Background: an optimization exercise with open tools, aiming at small area, a short achievable clock period and few clock cycles per item. Do not read the settings as production practice. In this exercise RTL edits were held to simulation tests only and were not proved equivalent to the original.

==> trial 17: inputs <==
==> flow/design.v <==
package alu_pkg;
  localparam int DATA_W = 32;
  localparam logic [3:0] OP_AND  = 4'd0;
  localparam logic [3:0] OP_OR   = 4'd1;
  localparam logic [3:0] OP_ADD  = 4'd2;
  localparam logic [3:0] OP_SUB  = 4'd3;
  localparam logic [3:0] OP_MUL  = 4'd4;
  localparam logic [3:0] OP_DIV  = 4'd5;
  localparam logic [3:0] OP_SHR  = 4'd6;
  localparam logic [3:0] OP_SHRA = 4'd7;
  localparam logic [3:0] OP_SHL  = 4'd8;
  localparam logic [3:0] OP_ROR  = 4'd9;
  localparam logic [3:0] OP_ROL  = 4'd10;
  localparam logic [3:0] OP_NEG  = 4'd11;
  localparam logic [3:0] OP_NOT  = 4'd12;
  localparam int U_SIMPLE = 0;   
  localparam int U_MUL    = 1;   
  localparam int U_NEGA   = 2;   
  localparam int U_NEGB   = 3;   
  localparam int U_CLZ    = 4;   
  localparam int U_NORM   = 5;   
  localparam int U_DITER  = 6;   
  localparam int U_FIXQ   = 7;   
  localparam int U_FIXR   = 8;   
  localparam int U_DZ     = 9;   
  localparam int NU       = 10;
endpackage
import alu_pkg::*;
module alu_booth_pp (
  input  logic [2:0]        sel,
  input  logic [DATA_W-1:0] m,
  input  logic              msigned,
  output logic [35:0]       pp,
  output logic              neg
);
  logic one, two;
  logic [35:0] m1, m2, mag;
  assign one = sel[1] ^ sel[0];
  assign two = (sel[2] & ~sel[1] & ~sel[0]) | (~sel[2] & sel[1] & sel[0]);
  assign neg = sel[2];
  logic s;
  assign s   = msigned & m[DATA_W-1];
  assign m1  = {{4{s}}, m};
  assign m2  = {{3{s}}, m, 1'b0};
  assign mag = ({36{one}} & m1) | ({36{two}} & m2);
  assign pp  = mag ^ {36{neg}};
endmodule
module alu_clz32 (
  input  logic [DATA_W-1:0] x,
  output logic [5:0]        n
);
  logic [7:0]      z4;      
  logic [1:0]      c4 [8];  
  logic [3:0]      z16;     
  logic [2:0]      c8 [4];
  logic [1:0]      z32;
  logic [3:0]      c16 [2];
  always_comb begin
    for (int g = 0; g < 8; g++) begin
      logic [3:0] v;
      v = x[4*g +: 4];
      z4[g] = (v == 4'b0);
      c4[g] = v[3] ? 2'd0 : v[2] ? 2'd1 : v[1] ? 2'd2 : 2'd3;
    end
    for (int g = 0; g < 4; g++) begin
      z16[g] = z4[2*g+1] & z4[2*g];
      c8[g]  = z4[2*g+1] ? {1'b1, c4[2*g]} : {1'b0, c4[2*g+1]};
    end
    for (int g = 0; g < 2; g++) begin
      z32[g]  = z16[2*g+1] & z16[2*g];
      c16[g]  = z16[2*g+1] ? {1'b1, c8[2*g]} : {1'b0, c8[2*g+1]};
    end
    if (z32[1] & z32[0]) n = 6'd32;
    else if (z32[1])     n = {2'b01, c16[0]};
    else                 n = {2'b00, c16[1]};
  end
endmodule
import alu_pkg::*;
module alu_seq_responder (
  input  logic                clock,
  input  logic                clear,
  input  logic                in_valid,
  output logic                in_ready,
  input  logic [DATA_W-1:0]   a,
  input  logic [DATA_W-1:0]   b,
  input  logic [3:0]          op,
  output logic                out_valid,
  input  logic                out_ready,
  output logic [2*DATA_W-1:0] result,
  output logic                div_by_zero,
  output logic                illegal_op
);
  typedef struct packed {
    logic          first;    
    logic          fin;      
    logic          x1_ra, x1_nra, x1_hi, x1_nlo, x1_nhi, x1_hs, x1_rs;
    logic          d0_one, d0_two, d0_neg, msigned;
    logic          d1_one, d1_two, d1_neg;
    logic          cin, cin2;   
    logic          r_and, r_or, r_add, r_sh, ill;
    logic          sh_sign, sh_rot, sh_left, sh_rol;
  } ctl_t;
  ctl_t          c, cn;
  logic [NU-1:0] u, un;       
  logic       ev;              
  logic       ov;              
  logic [DATA_W-1:0] ra, rb, hi, lo;
  logic              hs;       
  logic [4:0]        cnt;
  logic              neg_a, neg_q, negb_p, dz_r, ill_r;
  logic slot, go, free, accept, last;
  assign slot      = !ov || out_ready;
  assign go        = ev && (!c.first || slot);
  assign free      = !ev || (go && c.fin);
  assign in_ready  = free;
  assign accept    = in_valid && free;
  assign out_valid = ov;
  assign last      = (cnt == 5'd0);
  function automatic logic [2:0] booth(input logic [2:0] s);
    booth[0] = s[1] ^ s[0];
    booth[1] = (s[2] & ~s[1] & ~s[0]) | (~s[2] & s[1] & s[0]);
    booth[2] = s[2];
  endfunction
  always_comb begin : first_decode
    logic [2:0] g0, g1;
    ctl_t k;
    logic [NU-1:0] ku;
    k  = '0;
    ku = '0;
    k.first = 1'b1;
    k.fin   = 1'b1;
    g0 = booth({a[1], a[0], 1'b0});
    g1 = booth({a[3], a[2], a[1]});
    case (op)
      OP_AND: begin ku[U_SIMPLE] = 1'b1; k.r_and = 1'b1; end
      OP_OR:  begin ku[U_SIMPLE] = 1'b1; k.r_or  = 1'b1; end
      OP_ADD: begin
        ku[U_SIMPLE] = 1'b1; k.r_add = 1'b1;
        k.x1_ra = 1'b1; k.d0_one = 1'b1;
      end
      OP_SUB: begin
        ku[U_SIMPLE] = 1'b1; k.r_add = 1'b1;
        k.x1_ra = 1'b1; k.d0_one = 1'b1; k.d0_neg = 1'b1; k.cin = 1'b1;
      end
      OP_NEG: begin
        ku[U_SIMPLE] = 1'b1; k.r_add = 1'b1;
        k.x1_nra = 1'b1; k.cin = 1'b1;
      end
      OP_NOT: begin
        ku[U_SIMPLE] = 1'b1; k.r_add = 1'b1;
        k.x1_nra = 1'b1;
      end
      OP_SHR:  begin ku[U_SIMPLE] = 1'b1; k.r_sh = 1'b1; end
      OP_SHRA: begin ku[U_SIMPLE] = 1'b1; k.r_sh = 1'b1; k.sh_sign = 1'b1; end
      OP_ROR:  begin ku[U_SIMPLE] = 1'b1; k.r_sh = 1'b1; k.sh_rot  = 1'b1; end
      OP_SHL:  begin ku[U_SIMPLE] = 1'b1; k.r_sh = 1'b1; k.sh_left = 1'b1; end
      OP_ROL:  begin ku[U_SIMPLE] = 1'b1; k.r_sh = 1'b1; k.sh_rol  = 1'b1; end
      OP_MUL: begin
        ku[U_MUL] = 1'b1;
        k.fin     = 1'b0;
        k.msigned = 1'b1;
        {k.d0_neg, k.d0_two, k.d0_one} = g0;
        {k.d1_neg, k.d1_two, k.d1_one} = g1;
        k.cin     = g0[2];
      end
      OP_DIV: begin
        k.fin = 1'b0;
        if (b == '0) begin
          ku[U_DZ] = 1'b1;
          k.fin    = 1'b1;
          k.x1_ra  = 1'b1;
        end else if (a[DATA_W-1]) begin
          ku[U_NEGA] = 1'b1;
          k.x1_nra = 1'b1; k.cin = 1'b1;
        end else if (b[DATA_W-1]) begin
          ku[U_NEGB] = 1'b1;
          k.d0_one = 1'b1; k.d0_neg = 1'b1; k.cin = 1'b1;
        end else begin
          ku[U_CLZ] = 1'b1;
          k.x1_ra = 1'b1;
        end
      end
      default: begin ku[U_SIMPLE] = 1'b1; k.ill = 1'b1; end
    endcase
    fc  = k;
    fcu = ku;
  end
  ctl_t          fc;
  logic [NU-1:0] fcu;
  logic [35:0] pp0, pp1, x1, sum;
  logic        ms;
  assign ms   = c.msigned & rb[DATA_W-1];
  assign pp0  = (({36{c.d0_one}} & {{4{ms}}, rb}) |
                 ({36{c.d0_two}} & {{3{ms}}, rb, 1'b0})) ^ {36{c.d0_neg}};
  assign pp1  = (({36{c.d1_one}} & {{4{rb[DATA_W-1]}}, rb}) |
                 ({36{c.d1_two}} & {{3{rb[DATA_W-1]}}, rb, 1'b0})) ^ {36{c.d1_neg}};
  assign x1[DATA_W-1:0] = ({DATA_W{c.x1_ra}}  & ra)  |
                          ({DATA_W{c.x1_nra}} & ~ra) |
                          ({DATA_W{c.x1_hi}}  & hi)  |
                          ({DATA_W{c.x1_nlo}} & ~lo) |
                          ({DATA_W{c.x1_nhi}} & ~hi);
  assign x1[35:DATA_W]  = {4{(c.x1_hs & hi[DATA_W-1]) | (c.x1_rs & hs)}};
  logic [35:0] x3, cs_s, cs_c;
  logic        k1;
  assign x3   = {pp1[33:0], c.cin2 | c.d1_neg, c.cin};
  assign cs_s = x1 ^ pp0 ^ x3;
  assign cs_c = (x1 & pp0) | (x1 & x3) | (pp0 & x3);
  assign k1   = c.d1_neg;
  assign sum  = cs_s + {cs_c[34:0], k1} + {35'b0, k1};
  logic [DATA_W-1:0] src, fx, fy, fsh;
  logic [4:0]        fk;
  logic [5:0]        la, lb, sdiff;
  logic              qzero, norm;
  assign norm = u[U_NORM];
  alu_clz32 u_clz_a (.x(ra), .n(la));
  alu_clz32 u_clz_b (.x(rb), .n(lb));
  assign sdiff = lb - la;
  assign qzero = (lb < la);
  always_comb begin
    src = norm ? rb : ra;
    fx  = '0;
    fy  = src;
    fk  = rb[4:0];
    if (norm || c.sh_left) begin
      fx = {1'b0, src[DATA_W-1:1]};
      fy = {src[0], {(DATA_W-1){1'b0}}};
      fk = norm ? ~cnt : ~rb[4:0];
    end else if (c.sh_rol) begin
      fx = {src[0], src[DATA_W-1:1]};
      fy = {src[0], src[DATA_W-1:1]};
      fk = ~rb[4:0];
    end else if (c.sh_rot) begin
      fx = src;
    end else if (c.sh_sign) begin
      fx = {DATA_W{src[DATA_W-1]}};
    end
  end
  logic [47:0] f1;
  logic [39:0] f2;
  logic [35:0] f3;
  logic [33:0] f4;
  assign f1  = fk[4] ? {fx, fy[31:16]}  : {fx[15:0], fy};
  assign f2  = fk[3] ? f1[47:8] : f1[39:0];
  assign f3  = fk[2] ? f2[39:4] : f2[35:0];
  assign f4  = fk[1] ? f3[35:2] : f3[33:0];
  assign fsh = fk[0] ? f4[32:1] : f4[31:0];
  logic [2:0] ng0, ng1;
  logic       rneg;       
  assign ng0  = booth({ra[5], ra[4], ra[3]});
  assign ng1  = booth({ra[7], ra[6], ra[5]});
  assign rneg = sum[35];
  always_comb begin
    cn = '0;
    un = '0;
    if (accept) begin
      cn = fc;
      un = fcu;
    end else if (ev && !(go && c.fin)) begin
      cn = c;
      un = u;
      if (go) begin
        cn = '0;
        un = '0;
        if (u[U_MUL]) begin
          un[U_MUL]  = 1'b1;
          cn.fin     = (cnt == 5'd1);
          cn.x1_hi   = 1'b1;
          cn.x1_hs   = 1'b1;
          cn.msigned = 1'b1;
          {cn.d0_neg, cn.d0_two, cn.d0_one} = ng0;
          {cn.d1_neg, cn.d1_two, cn.d1_one} = ng1;
          cn.cin     = ng0[2];
        end else if (u[U_NEGA] && negb_p) begin
          un[U_NEGB] = 1'b1;
          cn.d0_one = 1'b1; cn.d0_neg = 1'b1; cn.cin = 1'b1;
        end else if (u[U_NEGA] || u[U_NEGB]) begin
          un[U_CLZ] = 1'b1;
          cn.x1_ra  = 1'b1;
        end else if (u[U_CLZ]) begin
          if (qzero) begin
            un[U_FIXR] = 1'b1;
            cn.fin     = 1'b1;
            cn.x1_hi   = !neg_a;
            cn.x1_nhi  = neg_a;
            cn.cin     = neg_a;
          end else begin
            un[U_NORM]  = (sdiff[4:0] != 5'd0);
            un[U_DITER] = (sdiff[4:0] == 5'd0);
            cn.x1_hi  = 1'b1; cn.x1_rs = 1'b1;
            cn.d0_one = 1'b1; cn.d0_neg = 1'b1; cn.cin = 1'b1;
          end
        end else if (u[U_NORM]) begin
          un[U_DITER] = 1'b1;
          cn.x1_hi  = 1'b1; cn.x1_rs = 1'b1;
          cn.d0_one = 1'b1; cn.d0_neg = 1'b1; cn.cin = 1'b1;
        end else if (u[U_DITER] && !last) begin
          un[U_DITER] = 1'b1;
          cn.x1_hi  = 1'b1; cn.x1_rs = 1'b1;
          cn.d0_one = 1'b1; cn.d0_neg = !rneg; cn.cin = !rneg;
        end else if (u[U_DITER] && neg_q) begin
          un[U_FIXQ] = 1'b1;
          cn.x1_nlo  = 1'b1; cn.cin = 1'b1;
        end else if (u[U_DITER] || u[U_FIXQ]) begin
          logic corr;
          corr = u[U_DITER] ? rneg : hs;
          un[U_FIXR] = 1'b1;
          cn.fin     = 1'b1;
          cn.x1_hi   = !neg_a;
          cn.x1_nhi  = neg_a;
          cn.d0_one  = corr;
          cn.d0_neg  = neg_a & corr;
          cn.cin     = neg_a & !corr;
          cn.cin2    = neg_a & corr;
        end
      end
    end
  end
  logic [DATA_W-1:0] simple;
  assign simple = ({DATA_W{c.r_and}} & (ra & rb)) |
                  ({DATA_W{c.r_or}}  & (ra | rb)) |
                  ({DATA_W{c.r_add}} & sum[DATA_W-1:0]) |
                  ({DATA_W{c.r_sh}}  & fsh);
  always_ff @(posedge clock or negedge clear) begin
    if (!clear) begin
      ev <= 1'b0;
      ov <= 1'b0;
      u  <= '0;
    end else begin
      ev <= accept || (ev && !free);
      ov <= (go && c.fin) || (ov && !out_ready);
      u  <= un;
    end
  end
  always_ff @(posedge clock) begin
    c <= cn;
    if (accept) begin
      ra     <= a;
      rb     <= b;
      neg_a  <= a[DATA_W-1];
      neg_q  <= a[DATA_W-1] ^ b[DATA_W-1];
      negb_p <= b[DATA_W-1];
      cnt    <= 5'd7;
    end else if (go) begin
      if (u[U_NEGA])  ra <= sum[DATA_W-1:0];
      if (u[U_NEGB])  rb <= sum[DATA_W-1:0];
      if (u[U_MUL])   ra <= {4'b0, ra[DATA_W-1:4]};
      if (u[U_NORM])  rb <= fsh;
      if (u[U_DITER] && !last) rb <= {1'b0, rb[DATA_W-1:1]};
      if (u[U_CLZ])   cnt <= sdiff[4:0];
      if (u[U_MUL] || u[U_DITER]) cnt <= cnt - 5'd1;
    end
    if (go) begin
      if (u[U_SIMPLE]) begin
        hi <= '0;
        lo <= simple;
      end
      if (u[U_MUL]) begin
        hi <= sum[35:4];
        lo <= {sum[3:0], lo[DATA_W-1:4]};
      end
      if (u[U_CLZ] || u[U_DZ]) hi <= sum[DATA_W-1:0];
      if (u[U_CLZ]) begin
        lo <= '0;
        hs <= 1'b0;
      end
      if (u[U_DZ])   lo <= '1;
      if (u[U_DITER]) begin
        hi <= sum[DATA_W-1:0];
        hs <= rneg;
        lo <= {lo[DATA_W-2:0], !rneg};
      end
      if (u[U_FIXQ]) lo <= sum[DATA_W-1:0];
      if (u[U_FIXR]) hi <= sum[DATA_W-1:0];
      if (c.first) begin
        dz_r  <= u[U_DZ];
        ill_r <= c.ill;
      end
    end
  end
  assign result      = {hi, lo};
  assign div_by_zero = dz_r;
  assign illegal_op  = ill_r;
endmodule
==> flow/run.sh <==
#!/bin/bash
# synth_recipe.tcl (not shown) runs the flow's synth.tcl, then flattens the netlist and writes it again
# the make line also repeats each setting of config.mk as NAME=value (left out here)
make -C /OpenROAD-flow-scripts/flow DESIGN_CONFIG=/design/flow/config.mk WORK_HOME=/design/flow/orfs CLKGATE_MAP_FILE= SYNTH_SCRIPT=/design/flow/synth_recipe.tcl finish
==> flow/config.mk <==
export PLATFORM = sky130hd
export DESIGN_NAME = alu_seq_responder
export DESIGN_NICKNAME = alu_seq_responder
export VERILOG_FILES = /design/flow/design.v
export SDC_FILE = /design/flow/constraint.sdc
export NUM_CORES = 4
export LEC_CHECK = 0
export CAP_MARGIN = 20
export CORE_MARGIN = 2
export CORE_UTILIZATION = 40
export SLEW_MARGIN = 20
==> flow/constraint.sdc <==
create_clock -name core_clock -period 6.0 [get_ports {clock}]
set_input_delay 1.2000 -clock core_clock [delete_from_list [all_inputs] [get_ports {clock}]]
set_output_delay 1.2000 -clock core_clock [all_outputs]
set_load 0.01 [all_outputs]
==> trial 8 (differences from trial 17) <==
--- a/flow/design.v
+++ b/flow/design.v
@@ -98,5 +98,5 @@
     logic          d1_one, d1_two, d1_neg;
     logic          cin, cin2;   
-    logic          r_and, r_or, r_add, r_sh, ill;
+    logic          r_and, r_or, r_add, r_sh, r_ones, ill;
     logic          sh_sign, sh_rot, sh_left, sh_rol;
   } ctl_t;
@@ -170,4 +170,5 @@
           k.fin    = 1'b1;
           k.x1_ra  = 1'b1;
+          k.r_ones = 1'b1;
         end else if (a[DATA_W-1]) begin
           ku[U_NEGA] = 1'b1;
@@ -300,5 +301,5 @@
         end else if (u[U_DITER] && neg_q) begin
           un[U_FIXQ] = 1'b1;
-          cn.x1_nlo  = 1'b1; cn.cin = 1'b1;
+          cn.x1_nlo  = 1'b1; cn.cin = 1'b1; cn.r_add = 1'b1;
         end else if (u[U_DITER] || u[U_FIXQ]) begin
           logic corr;
@@ -320,5 +321,6 @@
                   ({DATA_W{c.r_or}}  & (ra | rb)) |
                   ({DATA_W{c.r_add}} & sum[DATA_W-1:0]) |
-                  ({DATA_W{c.r_sh}}  & fsh);
+                  ({DATA_W{c.r_sh}}  & fsh) |
+                  {DATA_W{c.r_ones}};
   always_ff @(posedge clock or negedge clear) begin
     if (!clear) begin
@@ -351,8 +353,6 @@
     end
     if (go) begin
-      if (u[U_SIMPLE]) begin
-        hi <= '0;
-        lo <= simple;
-      end
+      if (u[U_SIMPLE] || u[U_CLZ] || u[U_DZ] || u[U_FIXQ]) lo <= simple;
+      if (u[U_SIMPLE]) hi <= '0;
       if (u[U_MUL]) begin
         hi <= sum[35:4];
@@ -360,9 +360,5 @@
       end
       if (u[U_CLZ] || u[U_DZ]) hi <= sum[DATA_W-1:0];
-      if (u[U_CLZ]) begin
-        lo <= '0;
-        hs <= 1'b0;
-      end
-      if (u[U_DZ])   lo <= '1;
+      if (u[U_CLZ]) hs <= 1'b0;
       if (u[U_DITER]) begin
         hi <= sum[DATA_W-1:0];
@@ -370,5 +366,4 @@
         lo <= {lo[DATA_W-2:0], !rneg};
       end
-      if (u[U_FIXQ]) lo <= sum[DATA_W-1:0];
       if (u[U_FIXR]) hi <= sum[DATA_W-1:0];
       if (c.first) begin
- ABC_AREA: not set -> 1
- CORE_UTILIZATION: 40 -> 45
- SETUP_SLACK_MARGIN: not set -> 2.0
==> build 43 (differences from trial 17) <==
--- a/flow/design.v
+++ b/flow/design.v
@@ -98,5 +98,5 @@
     logic          d1_one, d1_two, d1_neg;
     logic          cin, cin2;   
-    logic          r_and, r_or, r_add, r_sh, ill;
+    logic          r_and, r_or, r_add, r_sh, r_ones, ill;
     logic          sh_sign, sh_rot, sh_left, sh_rol;
   } ctl_t;
@@ -170,4 +170,5 @@
           k.fin    = 1'b1;
           k.x1_ra  = 1'b1;
+          k.r_ones = 1'b1;
         end else if (a[DATA_W-1]) begin
           ku[U_NEGA] = 1'b1;
@@ -300,5 +301,5 @@
         end else if (u[U_DITER] && neg_q) begin
           un[U_FIXQ] = 1'b1;
-          cn.x1_nlo  = 1'b1; cn.cin = 1'b1;
+          cn.x1_nlo  = 1'b1; cn.cin = 1'b1; cn.r_add = 1'b1;
         end else if (u[U_DITER] || u[U_FIXQ]) begin
           logic corr;
@@ -320,5 +321,6 @@
                   ({DATA_W{c.r_or}}  & (ra | rb)) |
                   ({DATA_W{c.r_add}} & sum[DATA_W-1:0]) |
-                  ({DATA_W{c.r_sh}}  & fsh);
+                  ({DATA_W{c.r_sh}}  & fsh) |
+                  {DATA_W{c.r_ones}};
   always_ff @(posedge clock or negedge clear) begin
     if (!clear) begin
@@ -351,8 +353,6 @@
     end
     if (go) begin
-      if (u[U_SIMPLE]) begin
-        hi <= '0;
-        lo <= simple;
-      end
+      if (u[U_SIMPLE] || u[U_CLZ] || u[U_DZ] || u[U_FIXQ]) lo <= simple;
+      if (u[U_SIMPLE]) hi <= '0;
       if (u[U_MUL]) begin
         hi <= sum[35:4];
@@ -360,9 +360,5 @@
       end
       if (u[U_CLZ] || u[U_DZ]) hi <= sum[DATA_W-1:0];
-      if (u[U_CLZ]) begin
-        lo <= '0;
-        hs <= 1'b0;
-      end
-      if (u[U_DZ])   lo <= '1;
+      if (u[U_CLZ]) hs <= 1'b0;
       if (u[U_DITER]) begin
         hi <= sum[DATA_W-1:0];
@@ -370,5 +366,4 @@
         lo <= {lo[DATA_W-2:0], !rneg};
       end
-      if (u[U_FIXQ]) lo <= sum[DATA_W-1:0];
       if (u[U_FIXR]) hi <= sum[DATA_W-1:0];
       if (c.first) begin
- ABC_AREA: not set -> 1
- CORE_UTILIZATION: 40 -> 50
- SETUP_SLACK_MARGIN: not set -> 2.0
- TNS_END_PERCENT: not set -> 10
==> build 59 (differences from trial 17) <==
- ABC_AREA: not set -> 1
- SETUP_SLACK_MARGIN: not set -> 2.5
==> notes <==
- The lowest register-to-register slack belongs to trial 17, the highest to trial 8.
- Clock skew, highest first: build 59, trial 8, build 43, trial 17.
- Wire length: trial 8 < build 43 < trial 17 < build 59.
- Via count: build 43 is smaller than build 59 (1.9%).
- The highest hold slack belongs to build 59, the lowest to trial 17.
==> figures <==
	build 59	build 43	trial 17	trial 8
Crit-path slowest cell	edfxtp_1	xor2_1	a41oi_1	fa_1
Growth of design area from synthesis to finish	39.1%	25.1%	13.0%	24.7%
Arr. time, crit path	4.39 ns	4.71 ns	5.66 ns	4.29 ns
Final cell count without fillers	3,964	3,583	3,266	3,583
Status	timing/DRC/antenna clean	timing/DRC/antenna clean	timing/DRC/antenna clean	timing/DRC/antenna clean
Number of storage elements in the synthesis netlist	178	179	178	179
Layout clock area frac	0.0214	0.0241	0.0248	0.0248
Share of flip-flops with an asynchronous set or reset	0.0674	0.0670	0.0674	0.0670
Number of iterations in the first detailed-routing pass	9	20	7	8
Worst hold slack	0.456 ns	0.454 ns	0.425 ns	0.432 ns
Number of flip-flops and latches	178	179	178	179
Testbench counts of trial 17, summed over its fixed seeds: cycles 12,033, items 3,200.
Testbench counts of trial 8, summed over its fixed seeds: cycles 12,033, items 3,200.
Testbench counts of build 43, summed over its fixed seeds: cycles 12,033, items 3,200.
Testbench counts of build 59, summed over its fixed seeds: cycles 12,033, items 3,200.

==> static timing again, ports no longer ideal <==
The flow's constraints put no driver on any port. The routed layouts listed below were extracted and timed again, unchanged, in two steps. Step 1 assumes that a clkbuf_16 drives the clock port and a buf_2 every other input. Step 2 adds t to the input delays and takes it off the output delays; t is the mean of the earliest and latest rising clock arrival at the registers after step 1. Input paths then give back, and output paths get back, about the clock's delay inside the block. a / b / c = ideal / step 1 / step 2; a / b = the first two.
| run | t, ns | slack for setup (ns) | hold WS [ns] | clock arrival spread, ns | worst register clock-pin slew, ns |
|---|---|---|---|---|---|
| trial 17 | 0.526 | 0.525 / 0.525 / 0.525 | 0.425 / 0.425 / 0.425 | 0.016 / 0.016 | 0.08 / 0.08 |
| trial 8 | 0.550 | 1.962 / 1.962 / 1.623 | 0.432 / 0.432 / 0.432 | 0.019 / 0.019 | 0.09 / 0.09 |
| build 43 | 0.558 | 1.610 / 1.610 / 1.401 | 0.454 / 0.454 / 0.454 | 0.019 / 0.018 | 0.08 / 0.08 |
| build 59 | 0.562 | 1.890 / 1.890 / 1.890 | 0.456 / 0.456 / 0.456 | 0.020 / 0.019 | 0.09 / 0.09 |
After both steps every run listed still meets setup and hold. The setup slack of trial 8, which loses most, moves by 0.000 ns with the drivers and by -0.339 ns with both steps.
